This design comes from an exercise in tuning for small area and a short achievable clock period on the open sky130 flow, not from production work.
RTL that was checked went through simulation tests only; none was proved equivalent to the original.
Only the layout flow was run in run 1; the RTL was not checked for function there.
In every run shown here, the design's own scripts or RTL, not TritonCTS, make the clock network.
The flow treats the clock pin as an ideal source. Dropping or thinning the clock tree relies on that and would not hold on a real chip.
Power figures rest on the tool's default switching activity, not on a simulated workload.

## flow/design.v (module list and top-level ports; edited modules follow where they fit)
// module core_settings_regs: 195 lines
// module stick_deadzone: 33 lines
// module color_correct: 52 lines
// module cc_rb: 609 lines
// module rtc_packer: 30 lines
// module core_top: 67 lines
module core_top #(
  parameter int reset_pulse_cycles = 1048576
) (
  input  logic                          clk_74a,
  input  logic                          pll_core_locked,
  input  logic [core_pkg::bridge_w-1:0] bridge_addr,
  input  logic                          bridge_wr,
  input  logic [core_pkg::bridge_w-1:0] bridge_wr_data,
  input  logic [31:0]                   cont1_joy,
  input  logic [core_pkg::bridge_w-1:0] rtc_date,
  input  logic [core_pkg::bridge_w-1:0] rtc_time,
  input  logic [core_pkg::rgb_w-1:0]    rgb_in,
  input  logic                          de_in,
  input  logic                          vs_in,
  input  logic [core_pkg::chan_w-1:0]   snap_index,
  output logic                          core_reset,
  output logic [core_pkg::chan_w-1:0]   stick_x,
  output logic [core_pkg::chan_w-1:0]   stick_y,
  output logic [23:0]                   video_rgb,
  output logic                          video_de,
  output logic [core_pkg::rtc_w-1:0]    rtc_word
);
  // ...
==> flow/flow/run.sh <==
#!/bin/bash
# The standard layout (standard.sh), with these changes to how it is made:
# - the ports get the smallest buffer (buf_1) instead of the delay buffer
#   buffer_ports picks by itself;
# - after synthesis, polar.py removes inverters between adder cells by
#   flipping full adders (a full adder is self-dual), without touching the
#   registers or changing the logic function;
# - after global placement, the gate that makes core_reset gets its own
#   buffer on pll_core_locked (clone_reset_buf.tcl), apart from the reset tree;
# - after clock tree synthesis, its 17-buffer H-tree is replaced by a root
#   buffer and 8 leaf buffers over k-means groups of the registers
#   (post_cts.tcl, manual_cts.tcl);
# - timing repair aims for 10.3 ns of setup slack, well beyond the 18 ns
#   constraint, so that it shortens the critical paths.
# The constraints (constraint.sdc) and everything else are the standard flow's.
set -eo pipefail
export BUFFER_PORTS_ARGS="-buffer_cell sky130_fd_sc_hd__buf_1"
export SETUP_SLACK_MARGIN=10.3
export CTS_ARGS="-sink_clustering_enable -repair_clock_nets -buf_list sky130_fd_sc_hd__clkbuf_8 -dont_use_dummy_load"
export POST_CTS_TCL=$PWD/flow/post_cts.tcl
export MCTS_LEAVES=8
export MCTS_LEAF=sky130_fd_sc_hd__clkbuf_8
export MCTS_ROOT=sky130_fd_sc_hd__clkbuf_8
RES=$PWD/orfs/results/sky130hd/core_top/base
bash standard.sh $RES/1_2_yosys.v 2>&1 | tee standard_0.log
python3 flow/polar.py $RES/1_2_yosys.v $RES/1_2_yosys.v 2>&1 | tee polar.log
bash standard.sh $RES/3_3_place_gp.odb 2>&1 | tee standard_1.log
CLONE_ODB=$RES/3_3_place_gp.odb openroad -no_init -exit flow/clone_reset_buf.tcl 2>&1 | tee clone.log
bash standard.sh 2>&1 | tee standard_2.log
==> flow/flow/clone_reset_buf.tcl <==
# Give the core_reset gate its own input buffer on pll_core_locked, so that
# the combinational pll_core_locked -> core_reset path does not wait on the
# buffer that also drives the registers' reset tree.
set odb_file $::env(CLONE_ODB)
read_db $odb_file
set block [ord::get_db_block]
set db [ord::get_db]
set pnet [$block findNet pll_core_locked]
set inbuf ""
foreach it [$pnet getITerms] {
  if {[$it isInputSignal]} { set inbuf [$it getInst] }
}
if {$inbuf eq ""} { puts "clone: no input buffer found"; exit 0 }
set bnet [[$inbuf findITerm X] getNet]
# core_reset port -> output buffer -> gate
set onet [$block findNet core_reset]
set obuf ""
foreach it [$onet getITerms] { if {[$it isOutputSignal]} { set obuf [$it getInst] } }
set gnet [[$obuf findITerm A] getNet]
proc driver_inst {net} {
  foreach it [$net getITerms] { if {[$it isOutputSignal]} { return [$it getInst] } }
  return ""
}
# search the fan-in cone of core_reset (a few gates deep) for the input pin
# fed by the pll_core_locked input buffer, directly or through buffers
proc on_inbuf {net bnet} {
  for {set k 0} {$k < 4} {incr k} {
    if {[$net getName] eq [$bnet getName]} { return 1 }
    set d [driver_inst $net]
    if {$d eq "" || ![string match "*buf*" [[$d getMaster] getName]]} { return 0 }
    set net [[$d findITerm A] getNet]
  }
  return 0
}
set gpin ""
set frontier [list $gnet]
for {set lvl 0} {$lvl < 4 && $gpin eq ""} {incr lvl} {
  set next {}
  foreach net $frontier {
    set g [driver_inst $net]
    if {$g eq ""} { continue }
    foreach it [$g getITerms] {
      if {![$it isInputSignal] || [$it getNet] eq "NULL"} { continue }
      if {[on_inbuf [$it getNet] $bnet]} { set gpin $it; set gate $g; break }
      lappend next [$it getNet]
    }
    if {$gpin ne ""} { break }
  }
  set frontier $next
}
if {$gpin eq ""} { puts "clone: core_reset gate not on the input buffer net"; exit 0 }
puts "clone: input buffer [$inbuf getName], output buffer [$obuf getName], gate [$gate getName] pin [[$gpin getMTerm] getName]"
set m [$db findMaster sky130_fd_sc_hd__buf_1]
set ni [odb::dbInst_create $block $m "core_reset_pll_buf"]
set nn [odb::dbNet_create $block "core_reset_pll_net"]
[$ni findITerm A] connect $pnet
[$ni findITerm X] connect $nn
$gpin disconnect
$gpin connect $nn
foreach t [$ni getITerms] { set n [$t getMTerm]; if {[$n getSigType] eq "POWER"} { $t connect [$block findNet VDD] } ; if {[$n getSigType] eq "GROUND"} { $t connect [$block findNet VSS] } }
set loc [$gate getLocation]
$ni setLocation [lindex $loc 0] [lindex $loc 1]
$ni setPlacementStatus PLACED
write_db $odb_file
==> flow/flow/manual_cts.tcl <==
# Manual clock tree: the clock port drives one root buffer, which drives one
# leaf buffer per group of registers; the groups are formed by k-means on the
# register positions. Used instead of TritonCTS's H-tree, which for this small
# design builds 17 buffers.
proc manual_clock_tree {nleaf leaf_master root_master} {
  set block [ord::get_db_block]
  set db [ord::get_db]
  set clknet [$block findNet clk_74a]
  set sinks {}
  foreach it [$clknet getITerms] {
    if {[$it isInputSignal]} { lappend sinks $it }
  }
  set n [llength $sinks]
  # positions
  set xs {}; set ys {}
  foreach it $sinks {
    set b [[$it getInst] getBBox]
    lappend xs [expr {([$b xMin] + [$b xMax]) / 2.0}]
    lappend ys [expr {([$b yMin] + [$b yMax]) / 2.0}]
  }
  # k-means, initial centres spread along x then y
  set idx [lsort -integer -indices [lmap x $xs {expr {int($x)}}]]
  set cx {}; set cy {}
  for {set k 0} {$k < $nleaf} {incr k} {
    set i [lindex $idx [expr {int(($k + 0.5) * $n / $nleaf)}]]
    lappend cx [lindex $xs $i]; lappend cy [lindex $ys $i]
  }
  for {set iter 0} {$iter < 50} {incr iter} {
    set asg {}
    for {set i 0} {$i < $n} {incr i} {
      set best 0; set bd 1e30
      for {set k 0} {$k < $nleaf} {incr k} {
        set d [expr {abs([lindex $xs $i] - [lindex $cx $k]) + abs([lindex $ys $i] - [lindex $cy $k])}]
        if {$d < $bd} { set bd $d; set best $k }
      }
      lappend asg $best
    }
    set ncx {}; set ncy {}
    for {set k 0} {$k < $nleaf} {incr k} {
      set sx 0; set sy 0; set c 0
      for {set i 0} {$i < $n} {incr i} {
        if {[lindex $asg $i] == $k} { set sx [expr {$sx + [lindex $xs $i]}]; set sy [expr {$sy + [lindex $ys $i]}]; incr c }
      }
      if {$c > 0} { lappend ncx [expr {$sx / $c}]; lappend ncy [expr {$sy / $c}] } else { lappend ncx [lindex $cx $k]; lappend ncy [lindex $cy $k] }
    }
    set cx $ncx; set cy $ncy
  }
  set lm [$db findMaster $leaf_master]
  set rm [$db findMaster $root_master]
  set vdd [$block findNet VDD]; set vss [$block findNet VSS]
  proc pg {inst vdd vss} {
    foreach t [$inst getITerms] {
      set s [[$t getMTerm] getSigType]
      if {$s eq "POWER"} { $t connect $vdd }
      if {$s eq "GROUND"} { $t connect $vss }
    }
  }
  # root buffer at the centre of the leaves
  set rx 0; set ry 0
  foreach x $cx y $cy { set rx [expr {$rx + $x}]; set ry [expr {$ry + $y}] }
  set rx [expr {int($rx / $nleaf)}]; set ry [expr {int($ry / $nleaf)}]
  set root [odb::dbInst_create $block $rm "clkroot_buf"]
  set rnet [odb::dbNet_create $block "clkroot_net"]
  $rnet setSigType CLOCK
  [$root findITerm A] connect $clknet
  [$root findITerm X] connect $rnet
  pg $root $vdd $vss
  $root setLocation $rx $ry; $root setPlacementStatus PLACED
  for {set k 0} {$k < $nleaf} {incr k} {
    set lb [odb::dbInst_create $block $lm "clkleaf_buf_$k"]
    set lnet [odb::dbNet_create $block "clkleaf_net_$k"]
    $lnet setSigType CLOCK
    [$lb findITerm A] connect $rnet
    [$lb findITerm X] connect $lnet
    pg $lb $vdd $vss
    $lb setLocation [expr {int([lindex $cx $k])}] [expr {int([lindex $cy $k])}]
    $lb setPlacementStatus PLACED
    for {set i 0} {$i < $n} {incr i} {
      if {[lindex $asg $i] == $k} {
        set it [lindex $sinks $i]
        $it disconnect
        $it connect $lnet
      }
    }
  }
  puts "manual_clock_tree: $n sinks, $nleaf leaves"
}
==> flow/flow/polar.py <==
#!/usr/bin/env python3
"""Inverter cleanup on a mapped sky130 netlist from yosys.

A full adder is self-dual: FA(~a, ~b, ~c) = (~sum, ~cout). Yosys's extract_fa
leaves inverters between adder cells when neighbouring adders were extracted
in opposite polarity. This pass flips full adders where that removes
inverters, and removes inverter pairs. The logic function is unchanged.
usage: polar.py in.v out.v
"""
import re, sys, collections

INV = "sky130_fd_sc_hd__inv_1"
FA_RE = re.compile(r"sky130_fd_sc_hd__fa_\d+$")

def parse(text):
    # split module into header, cell instances, trailer
    m = re.search(r"(module\s.*?;)(.*)(endmodule)", text, re.S)
    head, body, tail = text[:m.end(1)], m.group(2), text[m.start(3):]
    items = []   # list of ("raw", str) or ("cell", typ, name, [(pin, net)])
    pos = 0
    cell_re = re.compile(r"\s*(sky130_fd_sc_hd__\w+)\s+(\S+)\s*\((.*?)\);", re.S)
    for stmt in re.finditer(r"[^;]*;", body, re.S):
        s = stmt.group(0)
        cm = cell_re.fullmatch(s)
        if cm:
            pins = [(p, n.strip()) for p, n in re.findall(r"\.(\w+)\(([^()]*)\)", cm.group(3))]
            items.append(["cell", cm.group(1), cm.group(2), pins])
        else:
            items.append(["raw", s])
        pos = stmt.end()
    rest = body[pos:]
    return head, items, rest, tail

OUTPINS = {"X", "Y", "Q", "Q_N", "SUM", "COUT", "HI", "LO"}

def run(text):
    head, items, rest, tail = parse(text)
    cells = [it for it in items if it[0] == "cell"]
    newwires = []
    cnt = [0]
    def fresh():
        cnt[0] += 1
        w = f"_polar{cnt[0]}_"
        newwires.append(w)
        return w
    def build():
        drv, loads = {}, collections.defaultdict(list)
        for c in cells:
            if c[0] != "cell": continue
            for i, (p, n) in enumerate(c[3]):
                if p in OUTPINS: drv[n] = (c, p)
                else: loads[n].append((c, i))
        return drv, loads
    protected = set()  # nets that are ports: never remove their drivers' identity
    ports = set(re.findall(r"(?:input|output)\s+(?:\[[^\]]*\]\s*)?([^;\s]+)", head + "".join(x[1] for x in items if x[0] == "raw")))
    changed = True
    rounds = 0
    while changed and rounds < 50:
        changed = False; rounds += 1
        drv, loads = build()
        # 1) inverter pairs: inv(inv(x)) -> x for loads that are not ports
        for c in cells:
            if c[0] != "cell" or c[1] != INV: continue
            a = dict(c[3])["A"]; y = dict(c[3])["Y"]
            d = drv.get(a)
            if d and d[0][1] == INV and y not in ports:
                x = dict(d[0][3])["A"]
                for (lc, i) in loads[y]:
                    lc[3][i] = (lc[3][i][0], x)
                c[0] = "dead"; changed = True
        if changed: 
            cells[:] = [c for c in cells if c[0] == "cell"]
            # drop inverters with no loads
            drv, loads = build()
            for c in cells:
                if c[1] == INV and dict(c[3])["Y"] not in ports and not loads[dict(c[3])["Y"]]:
                    c[0] = "dead"
            cells[:] = [c for c in cells if c[0] == "cell"]
            continue
        # 2) flip a full adder when that saves inverters
        best = None
        for c in cells:
            if not FA_RE.match(c[1]): continue
            pins = dict(c[3])
            ins = [pins["A"], pins["B"], pins["CIN"]]
            outs = [pins["SUM"], pins["COUT"]]
            cost = 0
            for n in ins:
                d = drv.get(n)
                if d and d[0][1] == INV and len(loads[n]) == 1 and n not in ports:
                    cost -= 1          # its inverter goes away
                else:
                    cost += 1          # needs a new inverter
            for n in outs:
                ls = loads[n]
                if n in ports or not ls: cost += 1; continue
                if all(lc[1] == INV for lc, _ in ls):
                    cost -= len(ls)    # each load inverter goes away
                    cost += 0
                else:
                    cost += 1          # new inverter on the output
            if cost < 0 and (best is None or cost < best[0]):
                best = (cost, c)
        if best:
            cost, c = best
            pins = dict(c[3])
            newpins = []
            for p, n in c[3]:
                if p in ("A", "B", "CIN"):
                    d = drv.get(n)
                    if d and d[0][1] == INV and len(loads[n]) == 1 and n not in ports:
                        newpins.append((p, dict(d[0][3])["A"])); d[0][0] = "dead"
                    else:
                        w = fresh(); cells.append(["cell", INV, f"_polar_i{cnt[0]}_", [("A", n), ("Y", w)]])
                        newpins.append((p, w))
                elif p in ("SUM", "COUT"):
                    ls = loads[n]
                    w = fresh()
                    if n not in ports and ls and all(lc[1] == INV for lc, _ in ls):
                        # every load is an inverter: they now see the true value
                        for lc, i in ls:
                            y = dict(lc[3])["Y"]
                            for (llc, j) in loads[y]:
                                llc[3][j] = (llc[3][j][0], w)
                            if y in ports:
                                lc[3] = [("A", w), ("Y", y)]; lc[1] = "sky130_fd_sc_hd__buf_1"
                            else:
                                lc[0] = "dead"
                    else:
                        cells.append(["cell", INV, f"_polar_o{cnt[0]}_", [("A", w), ("Y", n)]])
                    newpins.append((p, w))
                else:
                    newpins.append((p, n))
            c[3] = newpins
            cells[:] = [x for x in cells if x[0] == "cell"]
            changed = True
    # re-emit
    out = [head]
    wires = "".join(f"\n  wire {w};" for w in newwires)
    out.append(wires)
    for it in items:
        if it[0] == "raw": out.append(it[1])
    for c in cells:
        pins = ",\n".join(f"    .{p}({n}{' ' if n.startswith(chr(92)) else ''})" for p, n in c[3])
        out.append(f"\n  {c[1]} {c[2]} (\n{pins}\n  );")
    out.append(rest); out.append("\n" + tail)
    return "".join(out)

if __name__ == "__main__":
    text = open(sys.argv[1]).read()
    res = run(text)
    open(sys.argv[2], "w").write(res)
    b = len(re.findall(INV + r"\s", text)); a = len(re.findall(INV + r"\s", res))
    print(f"polar: inverters {b} -> {a}", file=sys.stderr)
==> flow/flow/post_cts.tcl <==
# POST_CTS hook: replace TritonCTS's clock tree (an H-tree of 17 buffers for
# this small design) with a two-level tree: the clock port drives one root
# buffer, which drives one leaf buffer per k-means group of registers.
source [file join [file dirname [info script]] manual_cts.tcl]
set block [ord::get_db_block]
set clknet [$block findNet clk_74a]
# registers' clock pins, wherever CTS connected them
set sinks {}
foreach inst [$block getInsts] {
  set ck [$inst findITerm CLK]
  if {$ck ne "NULL" && [$ck getNet] ne "NULL"} { lappend sinks $ck }
}
# remove the CTS buffers and their nets
set removed 0
foreach inst [$block getInsts] {
  set m [[$inst getMaster] getName]
  if {[string match "clkbuf_*" [$inst getName]] || [string match "clkload*" [$inst getName]]} {
    odb::dbInst_destroy $inst; incr removed
  }
}
foreach net [$block getNets] {
  if {[string match "clknet_*" [$net getName]]} { odb::dbNet_destroy $net }
}
foreach ck $sinks { if {[$ck getNet] ne "NULL"} { $ck disconnect }; $ck connect $clknet }
puts "post_cts: removed $removed CTS cells, [llength $sinks] sinks"
manual_clock_tree $::env(MCTS_LEAVES) $::env(MCTS_LEAF) $::env(MCTS_ROOT)
detailed_placement
check_placement -verbose
estimate_parasitics -placement
==> flow/standard.sh <==
#!/bin/bash
# synth_recipe.tcl (not shown) runs the flow's synth.tcl, then flattens the netlist and writes it again
# the make line also repeats each setting of config.mk as NAME=value (left out here)
make -C /OpenROAD-flow-scripts/flow DESIGN_CONFIG=/design/flow/config.mk WORK_HOME=/design/flow/orfs CLKGATE_MAP_FILE= SYNTH_SCRIPT=/design/flow/synth_recipe.tcl "${@:-finish}"
==> flow/config.mk <==
export PLATFORM = sky130hd
export DESIGN_NAME = core_top
export DESIGN_NICKNAME = core_top
export VERILOG_FILES = /design/flow/design.v
export SDC_FILE = /design/flow/constraint.sdc
export NUM_CORES = 4
export LEC_CHECK = 0
export CAP_MARGIN = 20
export CORE_MARGIN = 2
export CORE_UTILIZATION = 40
export SLEW_MARGIN = 20
==> flow/constraint.sdc <==
create_clock -name core_clock -period 18.0 [get_ports {clk_74a}]
set_input_delay 3.6000 -clock core_clock [delete_from_list [all_inputs] [get_ports {clk_74a}]]
set_output_delay 3.6000 -clock core_clock [all_outputs]
set_load 0.01 [all_outputs]
==> notes.md, run 1 <==
HPWL Detailed -> 19200 um
post-route cell area -> 10900 sq um
status -> finished clean
sequential fraction of total cell area -> 26.3%
FF-to-FF End -> i_color.video_rgb[19]
Max Cap Violations -> 0
critical path cell sequence -> buf_1, buf_1
CP required -> 14.40 ns
Startpoint Class -> input pin
Leakage -> 0.00494 uW
Worst Path Arrival -> 3.94 ns
synthesized instance count -> 1109
Filler Cells Inserted -> 2480
ANT nets after route -> 0
Worst Setup Path Type -> input pin to primary output
area of the multi-input gates -> 6270 sq um
yosys warns -> 5
Seq Cell Count -> 114
Top Consumer -> registers
CP max stage cell -> buf_1
setup_tns -> 0 ns
synth-to-layout area growth -> 7.47%
Iter 0 DRT Violations -> 491
worst skew pair latency -> 0.41 ns
antenna violations before repair -> 0
syn avg cell area -> 9.13 sq um
critical path depth in cells -> 2
Max VDD drop -> 0.0442 mV
First-pass DRT Iterations -> 5
==> module stick_deadzone, before the edit <==
module stick_deadzone (
  input  logic                        clk_74a,
  input  logic                        pll_core_locked,
  input  logic [core_pkg::chan_w-1:0] joy_x,
  input  logic [core_pkg::chan_w-1:0] joy_y,
  input  logic [core_pkg::chan_w-1:0] deadzone,
  output logic [core_pkg::chan_w-1:0] stick_x,
  output logic [core_pkg::chan_w-1:0] stick_y
);
  logic [6:0] ux;
  logic [6:0] uy;
  logic [7:0] sum_s;
  logic [7:0] sum_c;
  logic [8:0] total;
  logic       ny;
  logic       outside;
  assign ux = joy_x[6:0] ^ {7{~joy_x[7]}};
  assign uy = joy_y[6:0] ^ {7{~joy_y[7]}};
  assign sum_s = {~deadzone[7], ux ^ uy ^ ~deadzone[6:0]};
  assign sum_c = {(ux & uy) | (ux & ~deadzone[6:0]) | (uy & ~deadzone[6:0]), ~joy_x[7]};
  assign ny    = ~joy_y[7];
  assign total = 9'(sum_s) + 9'(sum_c) + 9'(ny);
  assign outside = total[8];
  always_ff @(posedge clk_74a or negedge pll_core_locked) begin
    if (!pll_core_locked) begin
      stick_x <= core_pkg::stick_center;
      stick_y <= core_pkg::stick_center;
    end else begin
      stick_x <= outside ? joy_x : core_pkg::stick_center;
      stick_y <= outside ? joy_y : core_pkg::stick_center;
    end
  end
endmodule
==> module color_correct, before the edit <==
module color_correct (
  input  logic                        clk_74a,
  input  logic                        pll_core_locked,
  input  logic [core_pkg::rgb_w-1:0]  rgb_in,
  input  logic                        de_in,
  input  logic                        vs_in,
  input  logic [core_pkg::chan_w-1:0] snap_index,
  input  logic [core_pkg::chan_w-1:0] strength,
  input  logic                        square_pixels,
  output core_pkg::video_word_u       video_rgb,
  output logic                        video_de
);
  logic                  prev_vs;
  logic                  snap_even;
  logic [7:0]            out_g;
  core_pkg::video_word_u pix_word;
  core_pkg::video_word_u slot_word;
  cc_rb i_rb (
    .cr (rgb_in[23:16]),
    .cb (rgb_in[7:0]),
    .s  (strength),
    .or_(pix_word.pixel.r),
    .ob (pix_word.pixel.b)
  );
  assign out_g            = rgb_in[15:8] - 8'((rgb_in[15] ? strength : 8'd0) < rgb_in[15:8]);
  assign pix_word.pixel.g = out_g;
  always_comb begin
    slot_word.slot.pad_hi             = '0;
    slot_word.slot.slot_interlace_odd = snap_even;
    slot_word.slot.slot_square        = square_pixels;
    slot_word.slot.pad_lo             = '0;
  end
  always_ff @(posedge clk_74a or negedge pll_core_locked) begin
    if (!pll_core_locked) begin
      prev_vs   <= 1'b0;
      snap_even <= 1'b1;
      video_de  <= 1'b0;
      video_rgb <= '0;
    end else begin
      prev_vs  <= vs_in;
      video_de <= de_in;
      if (vs_in && !prev_vs) begin
        snap_even <= ~snap_index[0];
      end
      if (de_in) begin
        video_rgb <= pix_word;
      end else if (video_de) begin
        video_rgb <= slot_word;
      end
    end
  end
endmodule
==> run 2, diff against run 1 <==
--- a/flow/design.v
+++ b/flow/design.v
@@ -237,5 +237,4 @@
   logic [7:0] sum_s;
   logic [7:0] sum_c;
-  logic [8:0] total;
   logic       ny;
   logic       outside;
@@ -245,6 +244,36 @@
   assign sum_c = {(ux & uy) | (ux & ~deadzone[6:0]) | (uy & ~deadzone[6:0]), ~joy_x[7]};
   assign ny    = ~joy_y[7];
-  assign total = 9'(sum_s) + 9'(sum_c) + 9'(ny);
-  assign outside = total[8];
+  wire dz_0 = sum_s[0] & sum_c[0];
+  wire dz_1 = sum_s[0] | sum_c[0];
+  wire dz_2 = sum_s[1] & sum_c[1];
+  wire dz_3 = sum_s[1] | sum_c[1];
+  wire dz_4 = sum_s[2] & sum_c[2];
+  wire dz_5 = sum_s[2] | sum_c[2];
+  wire dz_6 = sum_s[3] & sum_c[3];
+  wire dz_7 = sum_s[3] | sum_c[3];
+  wire dz_8 = sum_s[4] & sum_c[4];
+  wire dz_9 = sum_s[4] | sum_c[4];
+  wire dz_10 = sum_s[5] & sum_c[5];
+  wire dz_11 = sum_s[5] | sum_c[5];
+  wire dz_12 = sum_s[6] & sum_c[6];
+  wire dz_13 = sum_s[6] | sum_c[6];
+  wire dz_14 = sum_s[7] & sum_c[7];
+  wire dz_15 = sum_s[7] | sum_c[7];
+  wire dz_16 = dz_0 | (dz_1 & ny);
+  wire dz_17 = dz_2 | (dz_3 & dz_16);
+  wire dz_18 = dz_3 & dz_1;
+  wire dz_19 = dz_6 | (dz_7 & dz_4);
+  wire dz_20 = dz_7 & dz_5;
+  wire dz_21 = dz_10 | (dz_11 & dz_8);
+  wire dz_22 = dz_11 & dz_9;
+  wire dz_23 = dz_14 | (dz_15 & dz_12);
+  wire dz_24 = dz_15 & dz_13;
+  wire dz_25 = dz_19 | (dz_20 & dz_17);
+  wire dz_26 = dz_20 & dz_18;
+  wire dz_27 = dz_23 | (dz_24 & dz_21);
+  wire dz_28 = dz_24 & dz_22;
+  wire dz_29 = dz_27 | (dz_28 & dz_25);
+  wire dz_30 = dz_28 & dz_26;
+  assign outside = dz_29;
   always_ff @(posedge clk_74a or negedge pll_core_locked) begin
     if (!pll_core_locked) begin
@@ -281,5 +310,39 @@
     .ob (pix_word.pixel.b)
   );
-  assign out_g            = rgb_in[15:8] - 8'((rgb_in[15] ? strength : 8'd0) < rgb_in[15:8]);
+  logic g_lt;
+  logic g_dec;
+  wire gl_0 = rgb_in[8] & ~strength[0];
+  wire gl_1 = rgb_in[8] | ~strength[0];
+  wire gl_2 = rgb_in[9] & ~strength[1];
+  wire gl_3 = rgb_in[9] | ~strength[1];
+  wire gl_4 = rgb_in[10] & ~strength[2];
+  wire gl_5 = rgb_in[10] | ~strength[2];
+  wire gl_6 = rgb_in[11] & ~strength[3];
+  wire gl_7 = rgb_in[11] | ~strength[3];
+  wire gl_8 = rgb_in[12] & ~strength[4];
+  wire gl_9 = rgb_in[12] | ~strength[4];
+  wire gl_10 = rgb_in[13] & ~strength[5];
+  wire gl_11 = rgb_in[13] | ~strength[5];
+  wire gl_12 = rgb_in[14] & ~strength[6];
+  wire gl_13 = rgb_in[14] | ~strength[6];
+  wire gl_14 = rgb_in[15] & ~strength[7];
+  wire gl_15 = rgb_in[15] | ~strength[7];
+  wire gl_16 = gl_2 | (gl_3 & gl_0);
+  wire gl_17 = gl_3 & gl_1;
+  wire gl_18 = gl_6 | (gl_7 & gl_4);
+  wire gl_19 = gl_7 & gl_5;
+  wire gl_20 = gl_10 | (gl_11 & gl_8);
+  wire gl_21 = gl_11 & gl_9;
+  wire gl_22 = gl_14 | (gl_15 & gl_12);
+  wire gl_23 = gl_15 & gl_13;
+  wire gl_24 = gl_18 | (gl_19 & gl_16);
+  wire gl_25 = gl_19 & gl_17;
+  wire gl_26 = gl_22 | (gl_23 & gl_20);
+  wire gl_27 = gl_23 & gl_21;
+  wire gl_28 = gl_26 | (gl_27 & gl_24);
+  wire gl_29 = gl_27 & gl_25;
+  assign g_lt             = gl_28;
+  assign g_dec            = rgb_in[15] ? g_lt : (rgb_in[15:8] != 8'd0);
+  assign out_g            = rgb_in[15:8] - {7'd0, g_dec};
   assign pix_word.pixel.g = out_g;
   always_comb begin
==> run 2 against run 1 <==
Against the previous run: global-route usage down 0.95 points; fmax up 0.18%; die area down 2.9%; first-iteration DRC count down 2.2%; total power down 2.6%; sequential share of layout area up 0.36 points; cell area down 1.2%; final cell count down 2.3%; synthesized area down 2.9%; critical path type unchanged; clock skew up 0.0036 ns; wire length down 6.7%.
==> notes.md, run 2 <==
combinational fraction of design power -> 39.5%
Sw Share -> 35.5%
area of the mapped netlist -> 9830 sq um
ANT nets after route -> 0 (unchanged)
first-pass GRT wire length -> 36800 um
Clk pin slew, worst setup/hold paths -> 0.08 ns
floorplan core area -> 24200 sq um
IO buf count -> 184
Top cell by count, worst path -> buf_1
WL/cell -> 14.9 um
worst hold path type -> flop to flop
max reg flops -> 32
largest net degree at the start of global routing -> 61
Iter 0 DRT Violations -> 480 (-2.2%)
total track usage -> 17.2%
via count -> 7668
FF-to-FF End -> i_color.video_rgb[22]
Cell Rows -> 57
I/O Pins -> 304
final setup fails -> 0
pins over their slew limit -> 0
Switch Pwr -> 239 uW
Startpoint Class -> input pin
DR DRC count -> 0
critical path cell sequence -> buf_1, buf_1
post-place setup slack -> 9.61 ns
Tcrit/Tclk final -> 41.8%
yosys warns -> 5 (unchanged)
via density per instance -> 5.06
Pwr Density -> 62.6 nW/um^2
Worst Path Arrival -> 3.93 ns (about the same)
syn avg cell area -> 9.20 sq um (+0.69%)
WHS Path Cells -> 2
Hold Path Origin -> i_color.video_rgb[16]
global route total overflow -> 0
Inserted Diodes -> 0
First-pass DRT Iterations -> 5 (unchanged)
Die Y -> 161 um
worst skew pair latency -> 0.41 ns (about the same)
total power -> 673 uW
Worst setup EP type -> primary output
share of cells above drive strength 1 -> 6.12%
antenna violations before repair -> 0 (unchanged)
synth-to-layout area growth -> 9.37%
setup_tns -> 0 ns (unchanged)
FF-to-FF Start -> i_settings.strength[1]
Clk pwr share -> 18.2%
Leakage -> 0.00483 uW (-2.2%)
Power Internal -> 434 uW
Max Cap Violations -> 0 (unchanged)
CTS sink count -> 114
largest register by flop count -> i_rtc.prev_time
HPWL Detailed -> 17800 um (-7.4%)
worst-margin pin slew -> 0.931 ns
final WL -> 22600 um
FMAX -> 133 MHz
setup repair after global routing missed its margin -> yes
CP max stage cell -> buf_1
CP required -> 14.40 ns (about the same)
Buf/Inv on CP -> 2
Min Hold Slack -> 0.481 ns
die area -> 25800 sq um
fin util -> 44.3%
relative slew slack -> 37.7%
Worst Setup Path Type -> input pin to primary output
Hold Vio Cnt, Final -> 0
sequential share of power -> 42.2%
final net count -> 1526
Worst R2R Path Depth -> 26
Top delay family on crit path -> buffers and inverters
commonest non-fill, non-tap cell in the layout -> buf_1
R2R setup slack -> 10.60 ns
crit-path max FO -> 3
vias in the first global route -> 7366
Filler Cells Inserted -> 2414 (-2.7%)
biggest regs -> i_rtc.prev_time (32), i_color.video_rgb (24), i_settings.pulse_lfsr (20)
status -> finished clean
setup ws final -> 10.47 ns
GP Congestion -> 0.807
most frequent cells in the layout -> buf_1, dfrtp_1, inv_1, nand2_1
synthesized instance count -> 1069 (-3.6%)
CP peak stage delay -> 0.17 ns
Worst Hold Path EP -> i_color.video_rgb[16]
Max VDD drop -> 0.0553 mV (+25%)
Initial Utilization -> 40.5%
Die Wd -> 161 um
clk_skew -> 0.0415 ns
post-layout min period -> 7.53 ns
run 2: worst max-delay path by stage:
stage	from	to	slack [ns]	cells past startpoint
global route	rgb_in[18]	i_color.video_rgb[22]	10.32	15
floorplan	rgb_in[23]	i_color.video_rgb[22]	10.50	15
finish	rtc_time[11]	rtc_word[11]	10.47	2
global placement	i_settings.strength[0]	i_color.video_rgb[22]	9.61	26
detailed placement	rgb_in[6]	i_color.video_rgb[2]	9.61	14
run 2: worst min-delay path: stages, from the launching register on:
cell	delay, ns
dfrtp_1	0.35
nand2_1	0.04
o21ai_0	0.06
run 2: power groups by stage:
| stage | Combinational (uW) | Clock, uW | Sequential [uW] |
|---|---|---|---|
| 2_1_floorplan | 183 | 0 | 297 |
| 3_3_place_gp | 250 | 0 | 289 |
| 3_5_place_dp | 255 | 0 | 290 |
| 5_1_grt | 304 | 139 | 287 |
| 6_report | 266 | 123 | 284 |
run 2: per-stage QoR:
stage | cell area (sq um) | cells
final | 10800 | 1516
after global placement | 10400 | 1493
after floorplan | 9880 | 1083
after global routing | 10800 | 1516
after detailed placement | 10400 | 1494
run 2: area by class of cell:
class | instances | area, sq um | area share (%)
multi-input combinational | 760 | 6110 | 56.8
inverter | 105 | 395 | 3.68
tap | 324 | 405 | 3.77
buffer | 10 | 128 | 1.19
sequential | 114 | 2870 | 26.7
timing repair buffer | 203 | 850 | 7.90
run 2: routing by layer:
layer  up-vias  routed length (um)  part of all wire, %  global-route usage (%)
li1       3807                   -                    -                       -
met1      3642               10400                   46                    23.4
met2       206               10700                   47                    29.6
met3        13                1180                  5.2                    2.61
met4         0                 241                  1.1                    2.64
met5         -                   0                    0                       0
==> run 3, diff against run 2 <==
--- a/flow/flow/run.sh
+++ b/flow/flow/run.sh
@@ -9,5 +9,6 @@
 #   buffer on pll_core_locked (clone_reset_buf.tcl), apart from the reset tree;
 # - after clock tree synthesis, its 17-buffer H-tree is replaced by a root
-#   buffer and 8 leaf buffers over k-means groups of the registers
+#   buffer and leaf buffers over k-means groups of the registers, as many
+#   groups (from 8) as keep the estimated clock-pin slew under 95 ps
 #   (post_cts.tcl, manual_cts.tcl);
 # - timing repair aims for 10.3 ns of setup slack, well beyond the 18 ns
@@ -20,4 +21,5 @@
 export POST_CTS_TCL=$PWD/flow/post_cts.tcl
 export MCTS_LEAVES=8
+export MCTS_SLEW_TARGET=0.095
 export MCTS_LEAF=sky130_fd_sc_hd__clkbuf_8
 export MCTS_ROOT=sky130_fd_sc_hd__clkbuf_8
==> flow/flow/post_cts.tcl (replaced) <==
source [file join [file dirname [info script]] manual_cts.tcl]
set block [ord::get_db_block]
set clknet [$block findNet clk_74a]
set sinks {}
foreach inst [$block getInsts] {
  set ck [$inst findITerm CLK]
  if {$ck ne "NULL" && [$ck getNet] ne "NULL"} { lappend sinks $ck }
}
proc remove_tree {block} {
  set removed 0
  foreach inst [$block getInsts] {
    set n [$inst getName]
    if {[string match "clkbuf_*" $n] || [string match "clkload*" $n] || [string match "clkroot_buf" $n] || [string match "clkleaf_buf_*" $n]} {
      odb::dbInst_destroy $inst; incr removed
    }
  }
  foreach net [$block getNets] {
    set n [$net getName]
    if {[string match "clknet_*" $n] || $n eq "clkroot_net" || [string match "clkleaf_net_*" $n]} { odb::dbNet_destroy $net }
  }
  return $removed
}
proc worst_clk_slew {} {
  estimate_parasitics -placement
  set worst 0
  foreach pin [get_pins -of_objects [all_registers] -filter "name==CLK"] {
    set s [get_property $pin slew_max]
    if {$s > $worst} { set worst $s }
  }
  return $worst
}
set target $::env(MCTS_SLEW_TARGET)
for {set nleaf $::env(MCTS_LEAVES)} {$nleaf <= 20} {incr nleaf} {
  set removed [remove_tree $block]
  foreach ck $sinks { if {[$ck getNet] ne "NULL"} { $ck disconnect }; $ck connect $clknet }
  manual_clock_tree $nleaf $::env(MCTS_LEAF) $::env(MCTS_ROOT)
  set w [worst_clk_slew]
  puts "post_cts: $nleaf leaves, removed $removed cells, worst clock-pin slew $w"
  if {$w <= $target} { break }
}
detailed_placement
check_placement -verbose
set w [worst_clk_slew]
puts "post_cts: after legalizing, worst clock-pin slew $w"
==> run 3 against run 2 <==
Against the previous run: die area did not move; critical path depth did not move; flip-flop and latch count did not move; via count rose by 0.72%; final cell count barely moved; largest power group unchanged.
==> notes.md, run 3 <==
commonest non-fill, non-tap cell in the layout -> buf_1
syn avg cell area -> 9.20 sq um (unchanged)
Top cell by count, worst path -> buf_1
pins over their slew limit -> 0 (unchanged)
worst skew pair latency -> 0.43 ns (+0.02 ns)
setup repair after global routing missed its margin -> yes
worst-margin pin slew -> 0.938 ns (+0.00705 ns)
IO buf count -> 184 (unchanged)
via density per instance -> 5.10 (+0.78%)
Buf/Inv on CP -> 2 (unchanged)
yosys warns -> 5 (unchanged)
share of cells above drive strength 1 -> 5.71% (-0.41 points)
final setup fails -> 0 (unchanged)
Worst Setup Path Type -> input pin to primary output
global route total overflow -> 0 (unchanged)
biggest regs -> i_rtc.prev_time (32), i_color.video_rgb (24), i_settings.pulse_lfsr (20)
clk_skew -> 0.0147 ns (-0.0268 ns)
WL/cell -> 14.9 um (+0.16%)
largest register by flop count -> i_rtc.prev_time
Tcrit/Tclk final -> 41.9% (about the same)
final net count -> 1525 (-0.066%)
area of the mapped netlist -> 9830 sq um (unchanged)
relative slew slack -> 37.3% (-0.47 points)
DR DRC count -> 0 (unchanged)
Clk pin slew, worst setup/hold paths -> 0.07 ns (about the same)
Max Cap Violations -> 0 (unchanged)
total power -> 695 uW (+3.1%)
floorplan core area -> 24200 sq um (unchanged)
final WL -> 22600 um (about the same)
fin util -> 44.3% (about the same)
first-pass GRT wire length -> 36900 um (+0.49%)
I/O Pins -> 304 (unchanged)
CP max stage cell -> buf_1
Pwr Density -> 64.7 nW/um^2 (+3.2%)
First-pass DRT Iterations -> 5 (unchanged)
critical path cell sequence -> buf_1, buf_1
vias in the first global route -> 7411 (+0.61%)
HPWL Detailed -> 17800 um (unchanged)
most frequent cells in the layout -> buf_1, dfrtp_1, inv_1, nand2_1, ha_1
Iter 0 DRT Violations -> 454 (-5.4%)
FMAX -> 133 MHz (about the same)
Die Y -> 161 um (unchanged)
CP required -> 14.40 ns (about the same)
CTS sink count -> 114 (unchanged)
post-layout min period -> 7.54 ns (+0.00560 ns)
CP peak stage delay -> 0.17 ns (about the same)
Initial Utilization -> 40.5% (unchanged)
max reg flops -> 32 (unchanged)
status -> finished clean
Worst Path Arrival -> 3.94 ns (about the same)
Hold Vio Cnt, Final -> 0 (unchanged)
Worst setup EP type -> primary output
ANT nets after route -> 0 (unchanged)
worst hold path type -> flop to flop
synth-to-layout area growth -> 9.28% (about the same)
Cell Rows -> 57 (unchanged)
Die Wd -> 161 um (unchanged)
post-route cell area -> 10700 sq um (about the same)
R2R setup slack -> 10.50 ns (-0.10 ns)
die area -> 25800 sq um (unchanged)
largest net degree at the start of global routing -> 61 (unchanged)
crit-path max FO -> 3 (unchanged)
Startpoint Class -> input pin
synthesized instance count -> 1069 (unchanged)
Max VDD drop -> 0.0485 mV (-12%)
Top delay family on crit path -> buffers and inverters
Inserted Diodes -> 0 (unchanged)
Filler Cells Inserted -> 2413 (-0.041%)
antenna violations before repair -> 0 (unchanged)
Leakage -> 0.00484 uW (+0.18%)
Cell Area, Placed -> 10400 sq um (unchanged)
via count -> 7723 (+0.72%)
total track usage -> 17.2% (+0.073 points)
setup_tns -> 0 ns (unchanged)
GP Congestion -> 0.807 (unchanged)
run 3: per-layer routing:
metal,share of wire (%),routed length (um),track usage (%),up-vias
met5,0,0,0,-
met4,1.2,264,3.00,0
met3,5.3,1190,2.56,18
met2,47,10700,29.7,222
met1,46,10500,23.4,3677
li1,-,-,-,3806
run 3: power by group:
group	total [uW]	leakage [uW]	internal, uW	switching (uW)
Sequential	285	0.00140	276	9.01
Combinational	264	0.00335	112	152
Clock	146	0.0000935	63.7	82.1
Total	695	0.00484	452	243
run 3: stage by stage:
step	worst slack, ns	std cells	hold slack (ns)
after floorplan	10.50	1083	0.448
after global placement	9.61	1493	0.462
after detailed placement	9.61	1494	0.466
after global routing	10.18	1515	0.488
final	10.46	1515	0.475
run 3: cell type report:
cell class              instances  area (sq um)  share of cell area (%)
inverters                     105           395                    3.68
flip-flops and latches        114          2870                    26.7
plain buffers                  14           183                    1.70
well taps                     324           405                    3.77
repair buffers                198           811                    7.55
multi-input cells             760          6080                    56.6
run 3: worst register-to-register path, delay by kind of cell, from the launching register on:
kind | cells | cell delay, ns
fa+ha+maj | 12 | 4.61
compound gates | 6 | 1.16
xor+xnor | 2 | 0.29
buf+inv | 4 | 0.35
flops | 1 | 0.43
simple gates | 2 | 0.58
run 3: final timing paths:
kind	start	to	depth (start not counted)
max	rtc_time[11]	rtc_word[11]	2
min	i_rtc.rtc_changed	i_rtc.rtc_changed	1
max reg2reg	i_settings.strength[1]	i_color.video_rgb[22]	26
min reg2reg	i_rtc.rtc_changed	i_rtc.rtc_changed	1
max in group asynchronous	pll_core_locked	i_rtc.prev_time[15]	3
min in group asynchronous	pll_core_locked	i_stick.stick_y[1]	2
==> run 4, diff against run 3 <==
--- a/flow/flow/run.sh
+++ b/flow/flow/run.sh
@@ -14,8 +14,11 @@
 # - timing repair aims for 10.3 ns of setup slack, well beyond the 18 ns
 #   constraint, so that it shortens the critical paths.
+# - the constant outputs share the tie cells synthesis made, instead of one
+#   tie cell per output (SKIP_REPAIR_TIE_FANOUT).
 # The constraints (constraint.sdc) and everything else are the standard flow's.
 set -eo pipefail
 export BUFFER_PORTS_ARGS="-buffer_cell sky130_fd_sc_hd__buf_1"
 export SETUP_SLACK_MARGIN=10.3
+export SKIP_REPAIR_TIE_FANOUT=1
 export CTS_ARGS="-sink_clustering_enable -repair_clock_nets -buf_list sky130_fd_sc_hd__clkbuf_8 -dont_use_dummy_load"
 export POST_CTS_TCL=$PWD/flow/post_cts.tcl
--- a/flow/config.mk
+++ b/flow/config.mk
@@ -6,6 +6,6 @@
 export NUM_CORES = 4
 export LEC_CHECK = 0
-export CAP_MARGIN = 20
+export CAP_MARGIN = 5
 export CORE_MARGIN = 2
 export CORE_UTILIZATION = 40
-export SLEW_MARGIN = 20
+export SLEW_MARGIN = 5
==> run 4 against run 3 <==
Against the previous run: sequential power is essentially flat; combinational power hardly changed; via count down 0.14%; critical path type is now input pin to flop; largest power group unchanged.
==> notes.md, run 4 <==
most frequent cells in the layout -> buf_1, dfrtp_1, inv_1, nand2_1, o21ai_0
setup_tns -> 0 ns (unchanged)
setup repair after global routing missed its margin -> yes
Cell Rows -> 57 (unchanged)
Initial Utilization -> 40.5% (unchanged)
setup ws final -> 10.45 ns (-0.0183 ns)
biggest regs -> i_rtc.prev_time (32), i_color.video_rgb (24), i_settings.pulse_lfsr (20)
pins over their slew limit -> 0 (unchanged)
R2R setup slack -> 10.50 ns (about the same)
worst skew pair latency -> 0.43 ns (about the same)
worst-margin pin slew -> 1.06 ns (+0.123 ns)
yosys warns -> 5 (unchanged)
synth-to-layout area growth -> 8.77%
I/O Pins -> 304 (unchanged)
Die Y -> 161 um (unchanged)
Inserted Diodes -> 0 (unchanged)
total track usage -> 17.6% (+0.35 points)
Iter 0 DRT Violations -> 500 (+10%)
Top delay family on crit path -> adder cells
die area -> 25800 sq um (unchanged)
Buf/Inv on CP -> 2 (unchanged)
max reg flops -> 32 (unchanged)
Hold Vio Cnt, Final -> 0 (unchanged)
CP peak stage delay -> 0.54 ns (+0.37 ns)
Worst Setup Path Type -> input pin to flop
Cell Area, Placed -> 10300 sq um (-0.58%)
clk_skew -> 0.0300 ns (+0.0152 ns)
share of cells above drive strength 1 -> 6.11% (+0.40 points)
Pwr Density -> 64.3 nW/um^2 (-0.58%)
first-pass GRT wire length -> 37800 um (+2.4%)
Die Wd -> 161 um (unchanged)
First-pass DRT Iterations -> 5 (unchanged)
final WL -> 22900 um (+1.4%)
status -> finished clean
Worst Path Arrival -> 7.88 ns (+3.94 ns)
IO buf count -> 184 (unchanged)
critical path cell sequence -> clkbuf_2, inv_1, ha_4, a222oi_1, ha_1, fa_1, fa_1, nand2b_1, o221ai_1, or4_1, nand3b_1, a21o_1, a211oi_4, o21ai_0, a32o_1
post-place setup slack -> 9.51 ns (-0.0989 ns)
Max Cap Violations -> 0 (unchanged)
floorplan core area -> 24200 sq um (unchanged)
Worst setup EP type -> flop
area of the mapped netlist -> 9830 sq um (unchanged)
antenna violations before repair -> 0 (unchanged)
WL/cell -> 15.3 um (+2.3%)
Top cell by count, worst path -> fa_1
relative slew slack -> 28.7% (-8.6 points)
synthesized instance count -> 1069 (unchanged)
CP max stage cell -> fa_1
ANT nets after route -> 0 (unchanged)
via density per instance -> 5.13 (+0.72%)
Clk pin slew, worst setup/hold paths -> 0.08 ns (about the same)
syn avg cell area -> 9.20 sq um (unchanged)
Leakage -> 0.00478 uW (-1.3%)
commonest non-fill, non-tap cell in the layout -> buf_1
CP required -> 18.32 ns (+3.92 ns)
HPWL Detailed -> 17800 um (about the same)
largest net degree at the start of global routing -> 77 (+26%)
Startpoint Class -> input pin
GP Congestion -> 0.805 (-0.21%)
FMAX -> 132 MHz (-0.24%)
post-route cell area -> 10700 sq um (-0.47%)
Tcrit/Tclk final -> 42.0% (+0.10 points)
CTS sink count -> 114 (unchanged)
global route total overflow -> 0 (unchanged)
vias in the first global route -> 7603 (+2.6%)
Max VDD drop -> 0.0595 mV (+23%)
worst hold path type -> flop to flop
largest register by flop count -> i_rtc.prev_time
DR DRC count -> 0 (unchanged)
post-layout min period -> 7.55 ns (+0.0183 ns)
via count -> 7712 (-0.14%)
crit-path max FO -> 12 (+9)
final setup fails -> 0 (unchanged)
final net count -> 1512 (-0.85%)
[run 4: final cells by class]
type,count,area [sq um]
Multi-Input combinational cell,746,6030
Inverter,105,399
Timing Repair Buffer,200,825
Tap cell,324,405
Fill cell,2423,13600
Sequential cell,114,2870
Buffer,13,169
[run 4: path summary, 6_finish.rpt]
check / startpoint / to / depth (start not counted)
max: rgb_in[22] / i_color.video_rgb[22] / 15
min: i_color.video_rgb[16] / i_color.video_rgb[16] / 2
max reg2reg: i_settings.strength[0] / i_color.video_rgb[22] / 25
min reg2reg: i_color.video_rgb[16] / i_color.video_rgb[16] / 2
max in group asynchronous: pll_core_locked / i_settings.strength[1] / 2
min in group asynchronous: pll_core_locked / i_color.video_rgb[23] / 1
[run 4: power by group]
group	internal, uW	total (uW)	switching (uW)	leakage (uW)
combinational	110	262	152	0.00329
clock	59.0	141	81.5	0.0000863
sequential	276	284	8.77	0.00140
[run 4: metal layers]
| layer | track usage [%] | share of wire (%) | vias up |
|---|---|---|---|
| met2 | 29.9 | 46 | 209 |
| met1 | 23.9 | 47 | 3684 |
| met3 | 2.84 | 5.7 | 17 |
| li1 | - | - | 3802 |
| met4 | 3.45 | 1.5 | 0 |
| met5 | 0 | 0 | - |
[run 4: through the flow]
stage	total power [uW]	instances	hold WS (ns)	utilization (%)
floorplan	480	1069	0.448	-
global placement	539	1478	0.461	42.6
detailed placement	545	1479	0.470	42.7
global route	746	1502	0.512	44.1
finish	687	1502	0.483	44.1
[run 4: worst reg2reg max path, stage by stage (launching register included)]
cell and delay [ns]:
dfrtp_4 0.45, ha_2 0.22, a211oi_1 0.11, fa_2 0.41, fa_1 0.45, fa_1 0.48
fa_2 0.36, inv_1 0.10, fa_2 0.26, inv_1 0.12, fa_1 0.46, fa_2 0.54
inv_1 0.04, a222oi_1 0.41, fa_1 0.50, inv_1 0.07, ha_1 0.24, fa_1 0.57
inv_1 0.06, ha_1 0.19, a21o_1 0.19, a21oi_2 0.20, nor3b_4 0.30, a211oi_4 0.12
or3_1 0.32, a32o_1 0.25
==> run 5, diff against run 4 <==
--- a/flow/config.mk
+++ b/flow/config.mk
@@ -6,6 +6,7 @@
 export NUM_CORES = 4
 export LEC_CHECK = 0
-export CAP_MARGIN = 5
+export CAP_MARGIN = 20
 export CORE_MARGIN = 2
-export CORE_UTILIZATION = 40
-export SLEW_MARGIN = 5
+export CORE_UTILIZATION = 65
+export PLACE_DENSITY = 0.75
+export SLEW_MARGIN = 20
==> run 5 against run 4 <==
Against the previous run: wire length fell by 4.5%; largest cell class unchanged; total power rose by 0.16%; clock power barely moved; via count rose by 2.4%; worst hold slack improved by 0.00062 ns; critical path type is now input pin to primary output; flip-flop and latch count did not move; synthesized area did not move; sequential power barely moved; highest routed layer unchanged.
==> notes.md, run 5 <==
Filler Cells Inserted -> 1158 (-52%)
WL/cell -> 16.0 um (+5.0%)
HPWL Detailed -> 16900 um (-5.1%)
Worst Setup Path Type -> input pin to primary output
synthesized instance count -> 1069 (unchanged)
I/O Pins -> 304 (unchanged)
worst-margin pin slew -> 1.02 ns (-0.0379 ns)
Inserted Diodes -> 0 (unchanged)
CTS sink count -> 114 (unchanged)
Startpoint Class -> input pin
syn avg cell area -> 9.20 sq um (unchanged)
First-pass DRT Iterations -> 6 (+1)
CP peak stage delay -> 0.18 ns (-0.36 ns)
status -> finished clean
die area -> 16100 sq um (-38%)
Pwr Density -> 65.4 nW/um^2 (+1.7%)
Hold Vio Cnt, Final -> 0 (unchanged)
Iter 0 DRT Violations -> 363 (-27%)
share of cells above drive strength 1 -> 6.09% (-0.026 points)
DP Cell Count -> 1339 (-9.5%)
WHS Path Cells -> 2 (unchanged)
CP max stage cell -> buf_1
worst hold path type -> flop to flop
global route total overflow -> 0 (unchanged)
Leakage -> 0.00481 uW (+0.61%)
biggest regs -> i_rtc.prev_time (32), i_color.video_rgb (24), i_settings.pulse_lfsr (20)
max reg flops -> 32 (unchanged)
post-layout min period -> 7.55 ns (-0.00600 ns)
vias in the first global route -> 7683 (+1.1%)
CP required -> 14.40 ns (-3.92 ns)
Worst R2R Path Depth -> 26 (+4.0%)
worst skew pair latency -> 0.44 ns (about the same)
critical path depth in cells -> 2 (-13)
Cell Area, Placed -> 10200 sq um (-1.7%)
first-pass GRT wire length -> 36200 um (-4.4%)
commonest non-fill, non-tap cell in the layout -> buf_1
Worst Path Arrival -> 3.95 ns (-3.93 ns)
critical path cell sequence -> buf_1, buf_1
Max VDD drop -> 0.0486 mV (-18%)
non-filler cells, final -> 1367 (-9.0%)
Buf/Inv on CP -> 2 (unchanged)
IO buf count -> 184 (unchanged)
post-route cell area -> 10500 sq um (-1.5%)
Worst setup EP type -> primary output
Die Y -> 127 um (-21%)
setup_tns -> 0 ns (unchanged)
via density per instance -> 5.77 (+12%)
Top cell by count, worst path -> buf_1
final net count -> 1517 (+0.33%)
clk_skew -> 0.0228 ns (-0.00714 ns)
Die Wd -> 127 um (-21%)
Tcrit/Tclk final -> 41.9% (about the same)
via count -> 7894 (+2.4%)
yosys warns -> 5 (unchanged)
DR DRC count -> 0 (unchanged)
final WL -> 21900 um (-4.5%)
setup repair after global routing missed its margin -> yes
Clk pin slew, worst setup/hold paths -> 0.06 ns (-0.02 ns)
relative slew slack -> 31.6% (+2.9 points)
largest register by flop count -> i_rtc.prev_time
ANT nets after route -> 0 (unchanged)
largest net degree at the start of global routing -> 67 (-13%)
pins over their slew limit -> 0 (unchanged)
Min Hold Slack -> 0.483 ns (+0.000621 ns)
FMAX -> 132 MHz (about the same)
Top delay family on crit path -> buffers and inverters
Max Cap Violations -> 0 (unchanged)
synth-to-layout area growth -> 7.13%
final setup fails -> 0 (unchanged)
area of the mapped netlist -> 9830 sq um (unchanged)
Cell Rows -> 44 (-23%)
Initial Utilization -> 67.1% (+27 points)
floorplan core area -> 14600 sq um (-40%)
crit-path max FO -> 3 (-9)
total track usage -> 27.2% (+9.6 points)
GP Congestion -> 0.908 (+13%)
most frequent cells in the layout -> buf_1, dfrtp_1, inv_1, nand2_1
antenna violations before repair -> 0 (unchanged)
-- run 5: layout make-up --
type                    instances  area, sq um  area share (%)
well taps                     184          230            2.19
repair buffers                204          852            8.09
multi-input cells             746         6000            57.0
flip-flops and latches        114         2870            27.2
plain buffers                  14          183            1.73
inverters                     105          398            3.78
-- run 5: through the flow --
stage,power [uW],util [%],worst slack [ns]
after floorplan,480,-,10.50
after global placement,534,69.4,9.61
after detailed placement,542,69.4,9.57
after global routing,742,71.9,10.16
final,688,71.9,10.45
-- run 5: worst min-delay path, delay by kind of cell, from the launching register on --
kind | cells | cell delay [ns]
flops | 1 | 0.34
compound gates | 1 | 0.06
simple gates | 1 | 0.04
-- run 5: routing by layer --
metal | share of wire, % | vias to the layer above | wire (um) | GRT usage, %
li1 | - | 3813 | - | -
met1 | 43 | 3765 | 9340 | 35.4
met2 | 49 | 274 | 10700 | 48.1
met3 | 6.8 | 42 | 1490 | 5.15
met4 | 1.8 | 0 | 383 | 5.24
met5 | 0 | - | 0 | 0
-- run 5: path summary, 6_finish.rpt --
check / from / to / slack (ns)
worst max-delay path: rtc_time[12] / rtc_word[12] / 10.45
worst min-delay path: i_color.video_rgb[11] / i_color.video_rgb[11] / 0.48
worst max register to register: i_settings.strength[0] / i_color.video_rgb[22] / 10.47
worst min register to register: i_color.video_rgb[11] / i_color.video_rgb[11] / 0.48
max in group asynchronous: pll_core_locked / i_color.video_rgb[1] / 13.44
min in group asynchronous: pll_core_locked / i_settings.pulse_active / 3.22
-- run 5: power by group --
group / switching [uW] / leakage, uW / internal (uW)
logic: 150 / 0.00331 / 110
registers: 8.88 / 0.00140 / 276
clock network: 80.9 / 0.0000935 / 63.6
==> run 6, diff against run 5 <==
--- a/flow/flow/run.sh
+++ b/flow/flow/run.sh
@@ -19,5 +19,5 @@
 set -eo pipefail
 export BUFFER_PORTS_ARGS="-buffer_cell sky130_fd_sc_hd__buf_1"
-export SETUP_SLACK_MARGIN=10.3
+export SETUP_SLACK_MARGIN=10.2
 export SKIP_REPAIR_TIE_FANOUT=1
 export CTS_ARGS="-sink_clustering_enable -repair_clock_nets -buf_list sky130_fd_sc_hd__clkbuf_8 -dont_use_dummy_load"
--- a/flow/config.mk
+++ b/flow/config.mk
@@ -8,5 +8,4 @@
 export CAP_MARGIN = 20
 export CORE_MARGIN = 2
-export CORE_UTILIZATION = 65
-export PLACE_DENSITY = 0.75
+export CORE_UTILIZATION = 40
 export SLEW_MARGIN = 20
==> run 6 against run 5 <==
Against the previous run: still clean; setup slack worse by 0.047 ns; clock skew increased by 0.0081 ns; sequential share of layout area fell by 0.40 points; utilization shrank 28 points; critical endpoint is now i_color.video_rgb[22]; highest routed layer unchanged.
==> notes.md, run 6 <==
status -> finished clean
Cell Rows -> 57 (+30%)
vias in the first global route -> 7586 (-1.3%)
Worst setup EP type -> flop
worst hold path type -> flop to flop
pins over their slew limit -> 0 (unchanged)
CP max stage cell -> fa_1
I/O Pins -> 304 (unchanged)
fin util -> 44.1% (-28 points)
Max VDD drop -> 0.0591 mV (+21%)
FMAX -> 132 MHz (-0.63%)
Inserted Diodes -> 0 (unchanged)
Iter 0 DRT Violations -> 566 (+56%)
setup ws final -> 10.40 ns (-0.0475 ns)
HPWL Detailed -> 17800 um (+5.3%)
setup repair after global routing missed its margin -> yes
Max Cap Violations -> 0 (unchanged)
CP peak stage delay -> 0.54 ns (+0.36 ns)
total track usage -> 17.6% (-9.6 points)
CP required -> 18.32 ns (+3.92 ns)
share of cells above drive strength 1 -> 6.02% (-0.069 points)
Startpoint Class -> input pin
largest net degree at the start of global routing -> 77 (+15%)
via density per instance -> 5.13 (-11%)
Leakage -> 0.00479 uW (-0.37%)
Buf/Inv on CP -> 2 (unchanged)
post-route cell area -> 10700 sq um (+1.5%)
Worst Path Arrival -> 7.92 ns (+3.97 ns)
global route total overflow -> 0 (unchanged)
Cell Area, Placed -> 10300 sq um (+1.7%)
max reg flops -> 32 (unchanged)
post-place setup slack -> 9.51 ns (-0.0554 ns)
total power -> 685 uW (-0.52%)
First-pass DRT Iterations -> 6 (unchanged)
crit-path max FO -> 12 (+9)
commonest non-fill, non-tap cell in the layout -> buf_1
synth-to-layout area growth -> 8.71%
final setup fails -> 0 (unchanged)
most frequent cells in the layout -> buf_1, dfrtp_1, inv_1, nand2_1, o21ai_0
Die Y -> 161 um (+27%)
yosys warns -> 5 (unchanged)
clk_skew -> 0.0309 ns (+0.00809 ns)
post-layout min period -> 7.60 ns (+0.0475 ns)
first-pass GRT wire length -> 37800 um (+4.3%)
Initial Utilization -> 40.5% (-27 points)
final net count -> 1514 (-0.20%)
critical path cell sequence -> clkbuf_2, inv_1, ha_2, a222oi_1, ha_1, fa_1, fa_1, nand2b_1, o221ai_1, or4_1, nand3b_1, a21o_1, a211oi_2, o21ai_0, a32o_1
Clk pin slew, worst setup/hold paths -> 0.08 ns (+0.02 ns)
Top delay family on crit path -> adder cells
final WL -> 22800 um (+4.1%)
largest register by flop count -> i_rtc.prev_time
ANT nets after route -> 0 (unchanged)
floorplan core area -> 24200 sq um (+66%)
via count -> 7723 (-2.2%)
Worst Setup Path Type -> input pin to flop
worst-margin pin slew -> 0.966 ns (-0.0568 ns)
CTS sink count -> 114 (unchanged)
area of the mapped netlist -> 9830 sq um (unchanged)
Die Wd -> 161 um (+27%)
synthesized instance count -> 1069 (unchanged)
Hold Vio Cnt, Final -> 0 (unchanged)
IO buf count -> 184 (unchanged)
syn avg cell area -> 9.20 sq um (unchanged)
die area -> 25800 sq um (+60%)
biggest regs -> i_rtc.prev_time (32), i_color.video_rgb (24), i_settings.pulse_lfsr (20)
worst skew pair latency -> 0.43 ns (about the same)
antenna violations before repair -> 0 (unchanged)
DR DRC count -> 0 (unchanged)
Pwr Density -> 64.1 nW/um^2 (-2.0%)
GP Congestion -> 0.805 (-11%)
Tcrit/Tclk final -> 42.2% (+0.26 points)
relative slew slack -> 35.6% (+4.0 points)
Top cell by count, worst path -> fa_1
setup_tns -> 0 ns (unchanged)
WL/cell -> 15.1 um (-5.4%)
run 6: cell types whose count changed in the layout (fill, tap and decap cells not counted), sizes merged:
cell           before  now
inv               104  103
clkdlybuf4s18       1    0
clkinvlp            1    2
buf               202  199
clkdlybuf4s15       0    1
run 6: metal layers:
| metal | share of wire, % | wire length [um] | global-route usage (%) |
|---|---|---|---|
| met3 | 5.9 | 1350 | 2.84 |
| met2 | 46 | 10500 | 29.8 |
| met5 | 0 | 0 | 0 |
| met4 | 1.6 | 365 | 3.49 |
| met1 | 47 | 10600 | 23.9 |
run 6: worst register-to-register path, stage by stage (launching register included):
cell and delay [ns]:
dfrtp_4 0.47, ha_2 0.22, a211oi_1 0.11, fa_1 0.46, fa_1 0.46, fa_1 0.48
fa_2 0.35, inv_1 0.09, fa_2 0.26, inv_1 0.12, fa_1 0.46, fa_1 0.45
xnor2_1 0.15, xnor2_1 0.13, a222oi_1 0.34, fa_1 0.49, inv_1 0.07, ha_1 0.22
inv_1 0.07, fa_1 0.42, ha_2 0.31, a21o_1 0.18, a21oi_2 0.19, nor3b_4 0.24
a211oi_2 0.13, or3_1 0.32, a32o_1 0.25
run 6: power breakdown:
| part | switching, uW | leakage, uW | internal (uW) |
|---|---|---|---|
| clock | 81.9 | 0.0000863 | 59.0 |
| combinational | 150 | 0.00330 | 109 |
| sequential | 8.77 | 0.00140 | 276 |
run 6: cell type report:
type                            count  area (sq um)
Buffer                             13           169
Fill cell                        2416         13600
Inverter                          105           402
Multi-Input combinational cell    746          6000
Sequential cell                   114          2870
Tap cell                          324           405
Timing Repair Buffer              202           840
run 6: final timing paths:
kind	from	to	slack, ns	cells past startpoint
worst min register to register	i_color.video_rgb[16]	i_color.video_rgb[16]	0.48	2
max in group asynchronous	pll_core_locked	i_settings.strength[1]	13.27	2
worst min-delay path	i_color.video_rgb[16]	i_color.video_rgb[16]	0.48	2
worst max-delay path	rgb_in[22]	i_color.video_rgb[22]	10.40	15
min in group asynchronous	pll_core_locked	i_color.video_de	3.19	1
worst max register to register	i_settings.strength[0]	i_color.video_rgb[22]	10.42	26
run 6: stage by stage:
step,std cells,hold slack (ns)
2_1_floorplan,1069,0.448
3_3_place_gp,1478,0.461
3_5_place_dp,1479,0.470
5_1_grt,1504,0.512
6_report,1504,0.482
==> run 7, diff against run 6 <==
--- a/flow/flow/run.sh
+++ b/flow/flow/run.sh
@@ -19,5 +19,5 @@
 set -eo pipefail
 export BUFFER_PORTS_ARGS="-buffer_cell sky130_fd_sc_hd__buf_1"
-export SETUP_SLACK_MARGIN=10.2
+export SETUP_SLACK_MARGIN=10.45
 export SKIP_REPAIR_TIE_FANOUT=1
 export CTS_ARGS="-sink_clustering_enable -repair_clock_nets -buf_list sky130_fd_sc_hd__clkbuf_8 -dont_use_dummy_load"
==> run 7 against run 6 <==
Against the previous run: cell area increased by 1.6%; flip-flop and latch count did not move; combinational power is 5% higher; still clean; sequential power barely moved; synthesized area is the same; final cell count up 0.66%; clock power about the same; largest cell class unchanged; die area unchanged; first-iteration DRC count down 13%; total power rose by 1.9%; wire length up 1.2%.
==> notes.md, run 7 <==
status -> finished clean
area of the mapped netlist -> 9830 sq um (unchanged)
worst-margin pin slew -> 0.965 ns (-0.00115 ns)
CP peak stage delay -> 0.17 ns (-0.37 ns)
I/O Pins -> 304 (unchanged)
Max VDD drop -> 0.0597 mV (+1.0%)
DR DRC count -> 0 (unchanged)
syn avg cell area -> 9.20 sq um (unchanged)
setup repair after global routing missed its margin -> yes
biggest regs -> i_rtc.prev_time (32), i_color.video_rgb (24), i_settings.pulse_lfsr (20)
share of cells above drive strength 1 -> 8.82% (+2.8 points)
global route total overflow -> 0 (unchanged)
relative slew slack -> 35.7% (+0.076 points)
Pwr Density -> 64.3 nW/um^2 (+0.33%)
vias in the first global route -> 7610 (+0.32%)
total power -> 698 uW (+1.9%)
Tcrit/Tclk final -> 41.7% (-0.45 points)
worst hold path type -> flop to flop
Min Hold Slack -> 0.482 ns (-0.000714 ns)
clk_skew -> 0.0312 ns (+0.000247 ns)
total track usage -> 17.6% (+0.082 points)
largest net degree at the start of global routing -> 77 (unchanged)
First-pass DRT Iterations -> 5 (-1)
Initial Utilization -> 40.5% (unchanged)
synthesized instance count -> 1069 (unchanged)
Die Wd -> 161 um (unchanged)
CP required -> 14.40 ns (-3.92 ns)
Clk pin slew, worst setup/hold paths -> 0.08 ns (about the same)
post-layout min period -> 7.51 ns (-0.0810 ns)
yosys warns -> 5 (unchanged)
WL/cell -> 15.2 um (+0.51%)
via density per instance -> 5.13 (about the same)
max reg flops -> 32 (unchanged)
floorplan core area -> 24200 sq um (unchanged)
via count -> 7774 (+0.66%)
CP max stage cell -> buf_1
synth-to-layout area growth -> 10.4%
FMAX -> 133 MHz (+1.1%)
HPWL Detailed -> 17800 um (unchanged)
setup_tns -> 0 ns (unchanged)
Inserted Diodes -> 0 (unchanged)
Die Y -> 161 um (unchanged)
Top cell by count, worst path -> buf_1
pins over their slew limit -> 0 (unchanged)
antenna violations before repair -> 0 (unchanged)
most frequent cells in the layout -> buf_1, dfrtp_1, inv_1, nand2_1, o21ai_0
Max Cap Violations -> 0 (unchanged)
GP Congestion -> 0.805 (unchanged)
final WL -> 23000 um (+1.2%)
Leakage -> 0.00488 uW (+1.9%)
Iter 0 DRT Violations -> 495 (-13%)
first-pass GRT wire length -> 37900 um (+0.48%)
commonest non-fill, non-tap cell in the layout -> buf_1
Startpoint Class -> input pin
Cell Rows -> 57 (unchanged)
critical path cell sequence -> buf_1, buf_1
largest register by flop count -> i_rtc.prev_time
Hold Vio Cnt, Final -> 0 (unchanged)
CTS sink count -> 114 (unchanged)
Filler Cells Inserted -> 2415 (-0.041%)
Worst Path Arrival -> 3.91 ns (-4.01 ns)
Buf/Inv on CP -> 2 (unchanged)
die area -> 25800 sq um (unchanged)
Worst setup EP type -> primary output
ANT nets after route -> 0 (unchanged)
crit-path max FO -> 3 (-9)
final setup fails -> 0 (unchanged)
final net count -> 1524 (+0.66%)
worst skew pair latency -> 0.43 ns (about the same)
Top delay family on crit path -> buffers and inverters
IO buf count -> 184 (unchanged)
Worst Setup Path Type -> input pin to primary output
run 7: report_power, final:
group	internal [uW]	leakage (uW)	total (uW)	switching, uW
sequential	276	0.00140	285	8.79
combinational	118	0.00340	273	155
clock	59.0	0.0000863	140	81.2
total	453	0.00488	698	245
run 7: routing by layer:
metal	vias to the layer above	part of all wire [%]	wire length [um]	GRT usage, %
met5	-	0	0	0
met4	0	1.7	383	3.45
met3	19	5.3	1210	2.84
met2	206	47	10700	30.1
met1	3718	46	10700	23.9
li1	3831	-	-	-
run 7: stage by stage:
stage | utilization, % | worst slack, ns | cell area (sq um) | std cells
floorplan | - | 10.50 | 9830 | 1069
finish | 44.8 | 10.49 | 10900 | 1514
global placement | 42.6 | 9.60 | 10300 | 1478
global route | 44.8 | 10.34 | 10900 | 1514
detailed placement | 42.7 | 9.51 | 10300 | 1479
run 7: cell type report:
| cell class | count | area (sq um) | area share [%] |
|---|---|---|---|
| Buffer | 13 | 169 | 1.56 |
| Inverter | 105 | 399 | 3.68 |
| Multi-Input combinational cell | 746 | 6090 | 56.1 |
| Sequential cell | 114 | 2870 | 26.4 |
| Tap cell | 324 | 405 | 3.73 |
| Timing Repair Buffer | 212 | 930 | 8.56 |
run 7: path summary, 6_finish.rpt:
kind / from / to / slack (ns) / depth (start not counted)
worst max-delay path: rtc_time[14] / rtc_word[14] / 10.49 / 2
worst min-delay path: i_color.video_rgb[16] / i_color.video_rgb[16] / 0.48 / 2
worst max register to register: i_settings.strength[0] / i_color.video_rgb[22] / 10.64 / 23
worst min register to register: i_color.video_rgb[16] / i_color.video_rgb[16] / 0.48 / 2
max in group asynchronous: pll_core_locked / i_settings.strength[1] / 13.26 / 2
min in group asynchronous: pll_core_locked / i_color.video_de / 3.20 / 1

[afterwards: timing with drivers on the ports]
The results above use ideal ports. As a check the final layouts listed here were re-extracted and re-timed, cells and wires unchanged.
Step 1, drivers: a clkbuf_16 drives clk_74a and a buf_2 each remaining input, both assumed.
Step 2 adds t to the input delays and takes it off the output delays; t is the mean of the earliest and latest rising clock arrival at the registers after step 1. Input paths then give back, and output paths get back, about the clock's delay inside the block.
Three values: ideal ports, drivers, drivers and shift; two values: the first two.
run	t, ns	slack for setup (ns)	clock arrival spread, ns	cell pins on the clock port's net
run 1	0.417	10.457 / 10.426 / 10.093	0.039 / 0.040	1
run 2	0.441	10.470 / 10.428 / 10.100	0.054 / 0.053	1
run 3	0.466	10.465 / 10.430 / 10.040	0.017 / 0.017	1
run 4	0.467	10.446 / 10.423 / 10.007	0.034 / 0.034	1
run 5	0.463	10.452 / 10.428 / 9.989	0.032 / 0.032	1
run 6	0.468	10.405 / 10.420 / 9.965	0.035 / 0.035	1
run 7	0.467	10.486 / 10.429 / 10.092	0.034 / 0.034	1
After both steps setup and hold are still met in every run listed. The setup slack of run 5, which loses most, moves by -0.024 ns with the drivers and by -0.463 ns with both steps.
